What follows belongs to an exercise in optimizing a design on an open flow for small area; a production flow would make more cautious choices. The RTL was checked by simulation tests, not by an equivalence proof against the original design.

==> sierra: inputs <==
Design sha256_hasher, start of the top module:
module sha256_hasher (
  input  wire logic                     clk,
  input  wire logic                     block_load,
  input  wire logic                     block_start,
  input  wire logic                     message_load,
  input  wire sha256_pkg::sha256_block_t block,
  output logic                          block_ready,
  output logic                          done,
  output sha256_pkg::sha256_state_t     hash,
  output sha256_pkg::block_count_t      block_count
);
  logic               load, expand, rounds, feed, init;
  logic [2:0]         i;
  logic [5:0]         round;
  sha256_pkg::digit_t head, h_tail, iv, w_t;
  hash_chain_ctrl u_ctrl (
    .clk          (clk),
    .block_load   (block_load),
    .block_start  (block_start),
    .message_load (message_load),
    .head         (head),
    .load         (load),
    .expand       (expand),
    .i            (i),
    .round        (round),
    .rounds       (rounds),
    .feed         (feed),
    .init         (init),
    .h_tail       (h_tail),
    .iv           (iv),
    .chain_value  (hash),
    .block_ready  (block_ready),
    .done         (done),
    .block_count  (block_count)
  );
  sha256_core u_core (
    .clk    (clk),
    .i      (i),
    .round  (round),
    .rounds (rounds),
    .feed   (feed),
    .init   (init),
    .w_t    (w_t),
    .h_tail (h_tail),
    .iv     (iv),
    .head   (head)
  );
  message_schedule u_sched (
    .clk    (clk),
    .load   (load),
    .expand (expand),
    .i      (i),
  ...
export LEC_CHECK = 0
export CAP_MARGIN = 20
export CORE_MARGIN = 2
export CORE_UTILIZATION = 60
export PLACE_DENSITY = 0.7
export SLEW_MARGIN = 20
create_clock -name core_clock -period 10.0 [get_ports {clk}]
standard.sh (not shown) runs the stock make flow with config.mk's settings and CLKGATE_MAP_FILE= SYNTH_SCRIPT=/design/flow/synth_recipe.tcl, a recipe that flattens the netlist after the stock synthesis.
==> flow/flow/run.sh <==
#!/bin/bash
# The standard layout with three changes: ABC maps the logic for area
# (flow/abc_map.script, in a copy of the ORFS scripts), the ports get the
# smallest buffer, and the clock tree uses small buffers and no dummy
# loads. Each tool's output stays in orfs/logs; make's own output goes
# to flow_make.log here.
set -euo pipefail
rm -rf scripts_area
cp -r "$FLOW_HOME/scripts" scripts_area
cp flow/abc_map.script scripts_area/abc_speed.script
# Smaller buffers for high-fanout nets: the larger plain buffers are left out
export DONT_USE_CELLS="sky130_fd_sc_hd__buf_4 sky130_fd_sc_hd__buf_6 sky130_fd_sc_hd__buf_8 sky130_fd_sc_hd__buf_12 sky130_fd_sc_hd__buf_16"
export BUFFER_PORTS_ARGS="-buffer_cell sky130_fd_sc_hd__buf_1"
export CTS_ARGS="-sink_clustering_enable -repair_clock_nets -dont_use_dummy_load -buf_list sky130_fd_sc_hd__clkbuf_4 -root_buf sky130_fd_sc_hd__clkbuf_16 -tree_buf sky130_fd_sc_hd__clkbuf_16 -sink_clustering_size 10 -sink_clustering_max_diameter 60"
bash standard.sh SCRIPTS_DIR="$PWD/scripts_area" finish > flow_make.log 2>&1
==> flow/flow/abc_map.script <==
strash
dc2
dch -f
amap
topo
==> maple: changes against sierra <==
==> flow/flow/run.sh (replaced) <==
#!/bin/bash
# The standard layout, with the smallest buffer on the ports and a
# clock tree of small buffers without dummy loads. Each tool's output
# stays in orfs/logs; make's own output goes to flow_make.log here.
set -euo pipefail
export BUFFER_PORTS_ARGS="-buffer_cell sky130_fd_sc_hd__buf_1"
export CTS_ARGS="-sink_clustering_enable -repair_clock_nets -dont_use_dummy_load -buf_list sky130_fd_sc_hd__clkbuf_4"
bash standard.sh finish > flow_make.log 2>&1
removed: flow/flow/abc_map.script
==> tundra: changes against sierra <==
==> flow/flow/run.sh (replaced) <==
#!/bin/bash
# The standard layout with three changes: ABC maps the logic for area
# (flow/abc_map.script, in a copy of the ORFS scripts), the ports get the
# smallest buffer, and the clock tree uses small buffers and no dummy
# loads. Each tool's output stays in orfs/logs; make's own output goes
# to flow_make.log here.
set -euo pipefail
rm -rf scripts_area
cp -r "$FLOW_HOME/scripts" scripts_area
cp flow/abc_map.script scripts_area/abc_speed.script
export BUFFER_PORTS_ARGS="-buffer_cell sky130_fd_sc_hd__buf_1"
export CTS_ARGS="-sink_clustering_enable -repair_clock_nets -dont_use_dummy_load -buf_list sky130_fd_sc_hd__clkbuf_4 -root_buf sky130_fd_sc_hd__clkbuf_16 -tree_buf sky130_fd_sc_hd__clkbuf_16 -sink_clustering_size 8 -sink_clustering_max_diameter 50"
bash standard.sh SCRIPTS_DIR="$PWD/scripts_area" finish > flow_make.log 2>&1
--- a/flow/config.mk
+++ b/flow/config.mk
@@ -9,4 +9,4 @@
 export CORE_MARGIN = 2
-export CORE_UTILIZATION = 60
-export PLACE_DENSITY = 0.7
+export CORE_UTILIZATION = 72
+export PLACE_DENSITY = 0.8
 export SLEW_MARGIN = 20
==> impl_metrics.csv <==
group,metric,value,unit
outcome,stop_error,"[ERROR PPL-0024] Number of IO pins (780) exceeds maximum number of available positions (766). Increase the die perimeter from 852.94um to 1060.80um.",
outcome,outcome,"aborted with a tool error",
synthesis,yosysUniqueCellTypes,46,
synthesis,synth_top_area_share,0.494,
outcome,failed_stage,"I/O pin placement (3_2_place_iop)",
synthesis,ys_seq_area_frac,0.753,
(the above is from tundra)
==> impl_metrics.csv <==
group,metric,value,unit
power_and_ir_drop,p_sw,1.31,mW
outcome,outcome,"complete, no violations",
synthesis,synth_top_area_share,0.494,
sta,slew-limit-headroom,0.279,
synthesis,ys_seq_area_frac,0.753,
placed_design,place_congestion,1.04,
(the above is from sierra)
==> impl_metrics.csv <==
group,metric,value,unit
flow_run,maxCapViolations,0,
finish,utilization,0.707,
detailed_routing,vias_per_cell,5.95,
die,n_tap_cell,696,
global_routing,grt_max_degree,184,
placed_design,place_congestion,0.988,
synthesis,ys_top_cells_by_count,"dfxtp_1 (778), o21ai_0 (326), a21oi_1 (316), edfxtp_1 (256), clkbuf_1 (84)",
synthesis,synth_top_area_share,0.473,
synthesis,synth-xor-area-share,0.0160,
outcome,outcome,"complete, no violations",
synthesis,ys_seq_area_frac,0.720,
(the above is from maple)

* * *

==> 04-12 <==
sha256_hasher again, from the RTL that the note above started with.
Settings: LEC_CHECK=0, CAP_MARGIN=20, CORE_MARGIN=2, CORE_UTILIZATION=60, PLACE_DENSITY=0.7, SLEW_MARGIN=20; clock period 10.0 ns.
==> flow/flow/run.sh <==
#!/bin/bash
# The standard layout with three changes: ABC maps the logic for area
# (flow/abc_map.script, in a copy of the ORFS scripts), the ports get the
# smallest buffer, and the clock tree uses small buffers and no dummy
# loads. Each tool's output stays in orfs/logs; make's own output goes
# to flow_make.log here.
set -euo pipefail
rm -rf scripts_area
cp -r "$FLOW_HOME/scripts" scripts_area
cp flow/abc_map.script scripts_area/abc_speed.script
export BUFFER_PORTS_ARGS="-buffer_cell sky130_fd_sc_hd__buf_1"
export CTS_ARGS="-sink_clustering_enable -repair_clock_nets -dont_use_dummy_load -buf_list sky130_fd_sc_hd__clkbuf_4 -root_buf sky130_fd_sc_hd__clkbuf_16 -tree_buf sky130_fd_sc_hd__clkbuf_16 -sink_clustering_size 10 -sink_clustering_max_diameter 60 -apply_ndr full"
bash standard.sh SCRIPTS_DIR="$PWD/scripts_area" finish > flow_make.log 2>&1
==> flow/flow/abc_map.script <==
strash
dc2
dch -f
amap
topo
==> 12-15: changes against 04-12 <==
--- a/flow/design.v
+++ b/flow/design.v
@@ -75,107 +75,75 @@
       6'd59: sha256_k = 32'h8cc70208;
       6'd60: sha256_k = 32'h90befffa;
       6'd61: sha256_k = 32'ha4506ceb;
       6'd62: sha256_k = 32'hbef9a3f7;
       6'd63: sha256_k = 32'hc67178f2;
       default: sha256_k = 32'h00000000;
     endcase
   endfunction
-  function automatic logic [4:0] add4(input digit_t a, b, input logic cin);
-    logic c;
-    c = cin;
-    for (int q = 0; q < 4; q++) begin
-      add4[q] = a[q] ^ b[q] ^ c;
-      c       = (a[q] & b[q]) | (a[q] & c) | (b[q] & c);
-    end
-    add4[4] = c;
-  endfunction
   function automatic digit_t ch(input digit_t x, y, z);
     ch = (x & y) ^ (~x & z);
   endfunction
   function automatic digit_t maj(input digit_t x, y, z);
     maj = (x & y) ^ (x & z) ^ (y & z);
   endfunction
 endpackage
 `default_nettype wire
 `timescale 1ns/1ps
 `default_nettype none
 module message_schedule (
   input  wire logic                      clk,
   input  wire logic                      load,       
   input  wire logic                      expand,     
   input  wire logic [2:0]                i,          
-  input  wire logic [5:0]                t,          
   input  wire sha256_pkg::sha256_block_t block,
   output sha256_pkg::digit_t             w_t
 );
   logic [511:0] window;
   logic [511:0] block_digits;
-  sha256_pkg::digit_t s0, s1, w_new, w_t9;
+  sha256_pkg::digit_t s0, s1, w_new;
   logic         c1_q, c2_q, c3_q;
   logic [4:0]   sum1, sum2, sum3;
-  logic         blk_t, blk_t1, blk_t9, blk_t14;
-  function automatic logic val(input logic [511:0] v, input logic [2:0] ii,
-                               input int pos, input int r, input logic blk);
-    val = v[4*pos + r] ^ (pos % 2 == 1) ^ (blk & (ii[0] ^ (pos % 2 == 0)));
-  endfunction
   function automatic logic tapbit(input logic [511:0] v, input logic [2:0] ii,
-                                  input int base, input int u, input bit shr,
-                                  input logic blk);
+                                  input int base, input int u, input bit shr);
     int m, r;
     m = u / 4;
     r = u % 4;
-    if (ii + m >= 8) tapbit = shr ? 1'b0 : val(v, ii, base + 15 - m, r, blk);
-    else             tapbit = val(v, ii, base + 7 - m, r, blk);
+    if (ii + m >= 8) tapbit = shr ? 1'b0 : v[4*(base + 15 - m) + r];
+    else             tapbit = v[4*(base + 7 - m) + r];
   endfunction
-  assign blk_t   = (t <= 6'd15);
-  assign blk_t1  = (t <= 6'd14);
-  assign blk_t9  = (t <= 6'd6);
-  assign blk_t14 = (t <= 6'd1);
   always_comb begin
     for (int q = 0; q < 4; q++) begin
-      s0[q] = tapbit(window, i, 112, q + 7, 1'b0, blk_t1) ^
-              tapbit(window, i, 112, q + 18, 1'b0, blk_t1) ^
-              tapbit(window, i, 112, q + 3, 1'b1, blk_t1);
-      s1[q] = tapbit(window, i, 8, q + 17, 1'b0, blk_t14) ^
-              tapbit(window, i, 8, q + 19, 1'b0, blk_t14) ^
-              tapbit(window, i, 8, q + 10, 1'b1, blk_t14);
-      w_t9[q] = val(window, i, 55, q, blk_t9);
-      w_t[q]  = val(window, i, 127, q, blk_t);
+      s0[q] = tapbit(window, i, 112, q + 7, 1'b0) ^ tapbit(window, i, 112, q + 18, 1'b0) ^
+              tapbit(window, i, 112, q + 3, 1'b1);
+      s1[q] = tapbit(window, i, 8, q + 17, 1'b0) ^ tapbit(window, i, 8, q + 19, 1'b0) ^
+              tapbit(window, i, 8, q + 10, 1'b1);
     end
   end
   always_comb begin
-    sum1 = sha256_pkg::add4(s1, w_t9, c1_q & (i != 3'd0));
-    sum2 = sha256_pkg::add4(sum1[3:0], s0, c2_q & (i != 3'd0));
-    sum3 = sha256_pkg::add4(sum2[3:0], w_t, c3_q & (i != 3'd0));
+    sum1 = {1'b0, s1} + {1'b0, window[4*55 +: 4]} + {4'b0, c1_q & (i != 3'd0)};
+    sum2 = {1'b0, sum1[3:0]} + {1'b0, s0} + {4'b0, c2_q & (i != 3'd0)};
+    sum3 = {1'b0, sum2[3:0]} + {1'b0, window[4*127 +: 4]} + {4'b0, c3_q & (i != 3'd0)};
     w_new = expand ? sum3[3:0] : 4'b0;
   end
   always_ff @(posedge clk) begin
     c1_q <= sum1[4];
     c2_q <= sum2[4];
     c3_q <= sum3[4];
   end
   always_comb begin
     for (int s = 0; s < 16; s++)
       for (int j = 0; j < 8; j++)
         block_digits[4*(8*s + 7 - j) +: 4] = block[32*s + 4*j +: 4];
   end
   always_ff @(posedge clk) begin
-    for (int p = 0; p < 128; p++) begin
-      for (int r = 0; r < 4; r++) begin
-        if (p == 0)
-          window[r] <= load ? ~block_digits[r] : w_new[r];
-        else if (p % 2 == 1)
-          window[4*p + r] <= ~(window[4*(p-1) + r] | (block_digits[4*p + r] & load));
-        else
-          window[4*p + r] <= ~((!load | block_digits[4*p + r]) & window[4*(p-1) + r]);
-      end
-    end
+    window <= {window[507:0], w_new} | (block_digits & {512{load}});
   end
+  assign w_t = window[4*127 +: 4];
 endmodule
 `default_nettype wire
 `timescale 1ns/1ps
 `default_nettype none
 module sha256_core (
   input  wire logic                clk,
   input  wire logic [2:0]          i,           
   input  wire logic [5:0]          round,
@@ -210,25 +178,25 @@
     end
   end
   assign first  = (i == 3'd0);
   assign k_word = sha256_pkg::sha256_k(round);
   assign k_t    = k_word[4*i +: 4];
   assign ch_t   = sha256_pkg::ch(work[4*39 +: 4], work[4*47 +: 4], work[4*55 +: 4]);
   assign maj_t  = sha256_pkg::maj(work[4*7 +: 4], work[4*15 +: 4], work[4*23 +: 4]);
   always_comb begin
-    t1a = sha256_pkg::add4(work[4*63 +: 4], sig1, c1_q & !first);
-    t1b = sha256_pkg::add4(t1a[3:0], ch_t, c2_q & !first);
-    t1c = sha256_pkg::add4(t1b[3:0], k_t, c3_q & !first);
-    t1d = sha256_pkg::add4(t1c[3:0], w_t, c4_q & !first);
-    t2s = sha256_pkg::add4(sig0, maj_t, c5_q & !first);
+    t1a = {1'b0, work[4*63 +: 4]} + {1'b0, sig1} + {4'b0, c1_q & !first};
+    t1b = {1'b0, t1a[3:0]} + {1'b0, ch_t} + {4'b0, c2_q & !first};
+    t1c = {1'b0, t1b[3:0]} + {1'b0, k_t} + {4'b0, c3_q & !first};
+    t1d = {1'b0, t1c[3:0]} + {1'b0, w_t} + {4'b0, c4_q & !first};
+    t2s = {1'b0, sig0} + {1'b0, maj_t} + {4'b0, c5_q & !first};
     x  = rounds ? t1d[3:0] : (init ? 4'b0 : work[4*63 +: 4]);
     y  = rounds ? t2s[3:0] : (init ? iv : (feed ? h_tail : 4'b0));
-    hs = sha256_pkg::add4(x, y, ch_q & !first);
-    es = sha256_pkg::add4(work[4*31 +: 4], rounds ? t1d[3:0] : 4'b0, ce_q & !first);
+    hs = {1'b0, x} + {1'b0, y} + {4'b0, ch_q & !first};
+    es = {1'b0, work[4*31 +: 4]} + {1'b0, rounds ? t1d[3:0] : 4'b0} + {4'b0, ce_q & !first};
   end
   always_ff @(posedge clk) begin
     c1_q <= t1a[4];
     c2_q <= t1b[4];
     c3_q <= t1c[4];
     c4_q <= t1d[4];
     c5_q <= t2s[4];
     ch_q <= hs[4];
@@ -373,14 +341,13 @@
     .iv     (iv),
     .head   (head)
   );
   message_schedule u_sched (
     .clk    (clk),
     .load   (load),
     .expand (expand),
     .i      (i),
-    .t      (round),
     .block  (block),
     .w_t    (w_t)
   );
 endmodule
 `default_nettype wire
==> flow/run.sh (new file) <==
#!/bin/bash
# synth_recipe.tcl (not shown) runs the flow's synth.tcl, then flattens the netlist and writes it again
# the make line also repeats each setting of config.mk as NAME=value (left out here)
make -C /OpenROAD-flow-scripts/flow DESIGN_CONFIG=/design/flow/config.mk WORK_HOME=/design/flow/orfs CLKGATE_MAP_FILE= SYNTH_SCRIPT=/design/flow/synth_recipe.tcl finish
Settings changed: CORE_UTILIZATION 60 to 35, PLACE_DENSITY 0.7 to 0.5.
removed: flow/flow/run.sh
removed: flow/flow/abc_map.script
removed: flow/standard.sh
==> metrics.md <==
| Metric | Value |
|---|---|
| Non-clk invs | `117` |
| Status | `finished clean` |
| Seq/total area | `64.63%` |
| Multi-input logic area | `0.007362 mm^2` |
| Buf/Inv on CP | `6` |
| Metal-1 WL | `41.26 mm` |
| GR Util met2 | `63.68%` |
| Fin cells | `4,100` |
| Initial antenna violation count | `15` |
| N_diodes | `8` |
| GPL Wtd Cong | `1.037` |
| Fin Hold WS | `0.2689 ns` |
| Num CTS Buffers | `116` |
| Peak VDD IR | `0.0001649 V` |
| Setup Skew | `0.08227 ns` |
[end of results for 04-12]
==> metrics.md <==
| Metric | Value |
|---|---|
| Buf/Inv on CP | `4` |
| Fin Hold WS | `0.3126 ns` |
| Status | `finished clean` |
| Multi-input logic area | `0.01006 mm^2` |
| Initial antenna violation count | `37` |
| Setup Skew | `0.07458 ns` |
| Seq/total area | `50.04%` |
| Fin cells | `4,757` |
| N_diodes | `11` |
[end of results for 12-15]

port drivers added, routing unchanged:
In the flow no input, the clock included, has a driving cell. The finished layouts below were timed again as built, in two steps. Step 1 sets driving cells, clkbuf_16 on the clock port and buf_2 on the other inputs (assumed; they add their load-dependent delay and slew). Step 2, shift: input delay + t, output delay - t, t = (earliest + latest rising clock arrival at the registers) / 2. This alone moves slack from input paths to output paths. a / b / c = ideal ports / drivers / drivers and shift; a / b = the first two.
| run | t (ns) | slack for setup (ns) | clock arrival spread, ns | worst register clock-pin slew, ns | worst slew at a driven data input, ns |
|---|---|---|---|---|---|
| sierra | 0.663 | 1.436 / 1.436 / 1.436 | 0.099 / 0.098 | 0.12 / 0.12 | 0.16 |
| maple | 1.040 | 2.709 / 2.709 / 2.709 | 0.187 / 0.186 | 0.08 / 0.08 | 0.16 |
| 04-12 | 0.663 | 1.436 / 1.436 / 1.436 | 0.099 / 0.098 | 0.12 / 0.12 | 0.16 |
| 12-15 | 0.751 | 3.479 / 3.479 / 3.479 | 0.075 / 0.076 | 0.07 / 0.07 | 0.19 |
After both steps every run listed still meets setup and hold.
